Context: an optimization exercise on an open-source flow, tuned for small area and a short achievable clock period. The choices shown serve that exercise and are no tape-out recipe.
The RTL was checked by simulation tests, not by an equivalence proof against the original design.
No activity file was given, so power comes from the tool's default toggle rates.

run 1:
## pipe_mul
module pipe_mul #(
    parameter int XLEN   = 32,
    parameter int STAGES = 4,
    parameter int TAG_W  = 4
) (
    input  logic                clk_i,
    input  logic                rst_i,
    input  logic                req_i,
    input  logic                flush_i,
    input  logic [1:0]          op_i,
    input  logic [XLEN-1:0]     a_i,
    input  logic [XLEN-1:0]     b_i,
    input  logic [TAG_W-1:0]    tag_i,
    output logic                ready_o,
    output logic [XLEN-1:0]     result_o,
    output logic [2*XLEN-1:0]   product_o,
    output logic [TAG_W-1:0]    tag_o,
    output logic                busy_o
);
    logic [3:1] r_vld;
    logic [3:0] r_tag [1:3];
    always_ff @(posedge clk_i) begin
        if (!rst_i || flush_i) begin
            r_vld  <= '0;
            busy_o <= 1'b0;
        end else begin
            r_vld  <= {r_vld[2:1], req_i};
            busy_o <= req_i | r_vld[1] | r_vld[2];
        end
    end
    always_ff @(posedge clk_i) begin
        r_tag[1] <= tag_i;
        r_tag[2] <= r_tag[1];
        r_tag[3] <= r_tag[2];
    end
    logic w0;
    logic w1;
    logic w2;
    logic w3;
    logic w4;
    logic w5;
    logic w6;
    logic w7;
    logic w8;
    logic w9;
    logic w10;
    logic w11;
    logic w12;
    logic w13;
    logic w14;
    logic w15;
    logic w16;
    logic w17;
    logic w18;
    logic w19;
  ...
Settings: LEC_CHECK=0, ABC_AREA=1, CAP_MARGIN=20, CORE_MARGIN=2, CORE_UTILIZATION=40, CTS_BUF_LIST=sky130_fd_sc_hd__clkbuf_4 sky130_fd_sc_hd__clkbuf_8, CTS_CLUSTER_DIAMETER=40, CTS_CLUSTER_SIZE=16, SETUP_SLACK_MARGIN=5, SLEW_MARGIN=20, SYNTH_HIERARCHICAL=1; clock period 8.5 ns.
standard.sh (not shown) runs the stock make flow with config.mk's settings and CLKGATE_MAP_FILE= SYNTH_SCRIPT=/design/flow/synth_recipe.tcl, a recipe that flattens the netlist after the stock synthesis.
==> flow/flow/run.sh <==
#!/bin/bash
# Standard layout with plain buf_2 port buffers and a clock tree without
# dummy loads; timing repair aims past the design's period (the SDC and its
# period are unchanged).
export BUFFER_PORTS_ARGS="-buffer_cell sky130_fd_sc_hd__buf_2"
export CTS_ARGS="-sink_clustering_enable -repair_clock_nets -sink_clustering_size 20 -sink_clustering_max_diameter 40 -buf_list {sky130_fd_sc_hd__clkbuf_4 sky130_fd_sc_hd__clkbuf_8} -dont_use_dummy_load"
bash standard.sh SETUP_SLACK_MARGIN=5.25 finish > standard.log 2>&1
Both conditions hold for run 1: the flow ran to the end and the final layout passed the timing, design-rule and antenna checks.
The inputs of run 2 differ from those of run 1 as listed below.
Settings: setting TNS_END_PERCENT to 10 for the first time.
==> flow/flow/run.sh <==
#!/bin/bash
# Standard layout with plain buf_2 port buffers and a clock tree without
# dummy loads; timing repair aims past the design's period (the SDC and its
# period are unchanged).
export BUFFER_PORTS_ARGS="-buffer_cell sky130_fd_sc_hd__buf_2"
export CTS_ARGS="-sink_clustering_enable -repair_clock_nets -sink_clustering_size 16 -sink_clustering_max_diameter 40 -buf_list {sky130_fd_sc_hd__clkbuf_4 sky130_fd_sc_hd__clkbuf_8} -dont_use_dummy_load"
bash standard.sh SETUP_SLACK_MARGIN=5.2 finish > standard.log 2>&1
[summary]
- Run 1 -> run 2: proportion of total power due to net switching flat
- Between run 1 and run 2, the area of all sequential standard cells figures differ only marginally.
- | post-route total power | run 2 vs run 1 | better |
- Summary of run 2 over run 1: total global routing track utilization closely matched the old numbers, final clock period utilization by the worst path moved up, worst slack after detailed placement essentially unchanged, synthesized cell count held.
- The smallest hold slack in run 2 was higher than what run 1 gave.
- After synthesis and placement, the instance count of run 2 is below that of run 1.
- Compared with run 1, run 2 shows a design area that is about 1.9% lower.
- In run 2 the highest attainable clock frequency turned out about 3.6% lower than in run 1.
Modified inputs, run 3 compared to run 2
Settings: removing TNS_END_PERCENT (formerly 10).
==> flow/flow/run.sh <==
#!/bin/bash
# Standard layout with plain buf_2 port buffers and a clock tree without
# dummy loads.
export BUFFER_PORTS_ARGS="-buffer_cell sky130_fd_sc_hd__buf_2"
export CTS_ARGS="-sink_clustering_enable -repair_clock_nets -sink_clustering_size 16 -sink_clustering_max_diameter 40 -buf_list {sky130_fd_sc_hd__clkbuf_4 sky130_fd_sc_hd__clkbuf_8} -dont_use_dummy_load"
bash standard.sh > standard.log 2>&1
Notes after the runs:
Between run 2 and run 3, the post-route worst hold slack does not differ in any meaningful way.
Summary of the comparison: overall track demand over capacity in global routing is lower in run 3, relative to run 2.
On number of nets in the final layout, the lower figure sits with run 3, not run 2.
The final reports for run 3 and run 2 show power lower in the former.
Cmp run 3 and run 2 / fmax / higher: run 2
Post-route cell area on run 3 is ahead of run 2.
[inputs] run 4 vs run 3
==> flow/flow/run.sh <==
#!/bin/bash
# Standard layout with plain buf_2 port buffers and a clock tree without
# dummy loads; timing repair aims past the design's period (the SDC and its
# period are unchanged).
export BUFFER_PORTS_ARGS="-buffer_cell sky130_fd_sc_hd__buf_2"
export CTS_ARGS="-sink_clustering_enable -repair_clock_nets -sink_clustering_size 16 -sink_clustering_max_diameter 40 -buf_list {sky130_fd_sc_hd__clkbuf_4 sky130_fd_sc_hd__clkbuf_8} -dont_use_dummy_load"
bash standard.sh SETUP_SLACK_MARGIN=5.2 finish > standard.log 2>&1
### Flow results
Looking at run 3 and run 4, the number of rows in the core area is a wash. In the tables for run 3 and run 4, headroom to the max-slew limit reads higher with run 4. The worst hold slack was comparable across run 3 and run 4. Run 3 -> run 4: area after synthesis delta 0, exact match. Run 4 — routed wire length 2.4% higher, run 3 as reference.


Starting RTL as in the previous note.
clock: 8.5 ns
lec_check: 0
abc_area: 1
cap_margin: 20
core_margin: 2
core_utilization: 40
cts_buf_list: sky130_fd_sc_hd__clkbuf_4 sky130_fd_sc_hd__clkbuf_8
cts_cluster_diameter: 40
cts_cluster_size: 16
setup_slack_margin: 5
slew_margin: 20
synth_hierarchical: 1
==> flow/flow/run.sh <==
#!/bin/bash
export BUFFER_PORTS_ARGS="-buffer_cell sky130_fd_sc_hd__buf_2"
bash standard.sh SETUP_SLACK_MARGIN=5.3 finish > standard.log 2>&1
The first run finished clean.
Then changed:
==> flow/flow/run.sh (replaced) <==
#!/bin/bash
# Standard layout with plain buf_2 port buffers and a clock tree without
# dummy loads; timing repair aims past the design's period (the SDC and its
# period are unchanged).
export BUFFER_PORTS_ARGS="-buffer_cell sky130_fd_sc_hd__buf_2"
export CTS_ARGS="-sink_clustering_enable -repair_clock_nets -sink_clustering_size 16 -sink_clustering_max_diameter 40 -buf_list {sky130_fd_sc_hd__clkbuf_4 sky130_fd_sc_hd__clkbuf_8} -dont_use_dummy_load"
bash standard.sh SETUP_SLACK_MARGIN=5.3 finish > standard.log 2>&1
--- a/flow/config.mk
+++ b/flow/config.mk
@@ -16,2 +16,3 @@
 export SLEW_MARGIN = 20
 export SYNTH_HIERARCHICAL = 1
+export TNS_END_PERCENT = 10
Outcome:
- The new run went through all stages and came out clean
- wire length drops slightly
- first-iteration DRC count drops slightly
- setup slack gets better by 0.0081 ns
- design area drops by a few percent
- area after synthesis is unchanged

separate check: timing with driven ports:
Ports are ideal in the flow. The routed layouts listed here were re-timed in OpenROAD. Step 1 assumes that a clkbuf_16 drives the clock port and a buf_2 every other input. Step 2 times the ports against the registers' clock, not the clock port: input delays grow and output delays shrink by t, the midpoint of the rising clock arrivals with the driver on. Three values: no drivers, after step 1, after step 2; two values: the first two.
run	shift t [ns]	setup slack, ns	worst setup path at the end	slew at the worst register clock pin (ns)	cell pins on the clock port's net
run 1	0.688	5.235 / 5.176 / 5.053	input to register	0.10 / 0.10	1
run 2	0.692	5.112 / 5.112 / 5.054	input to register	0.09 / 0.09	1
run 3	0.703	5.040 / 5.040 / 5.040	register to register	0.09 / 0.09	1
run 4	0.699	5.185 / 5.117 / 5.056	input to register	0.09 / 0.09	1
the first run of note 2	0.740	5.185 / 5.127 / 5.037	input to register	0.09 / 0.09	1
the second run of note 2	0.697	5.193 / 5.171 / 5.064	input to register	0.09 / 0.09	1
After both steps every run listed still meets setup and hold. The setup slack of run 1, which loses most, moves by -0.059 ns with the drivers and by -0.182 ns with both steps.
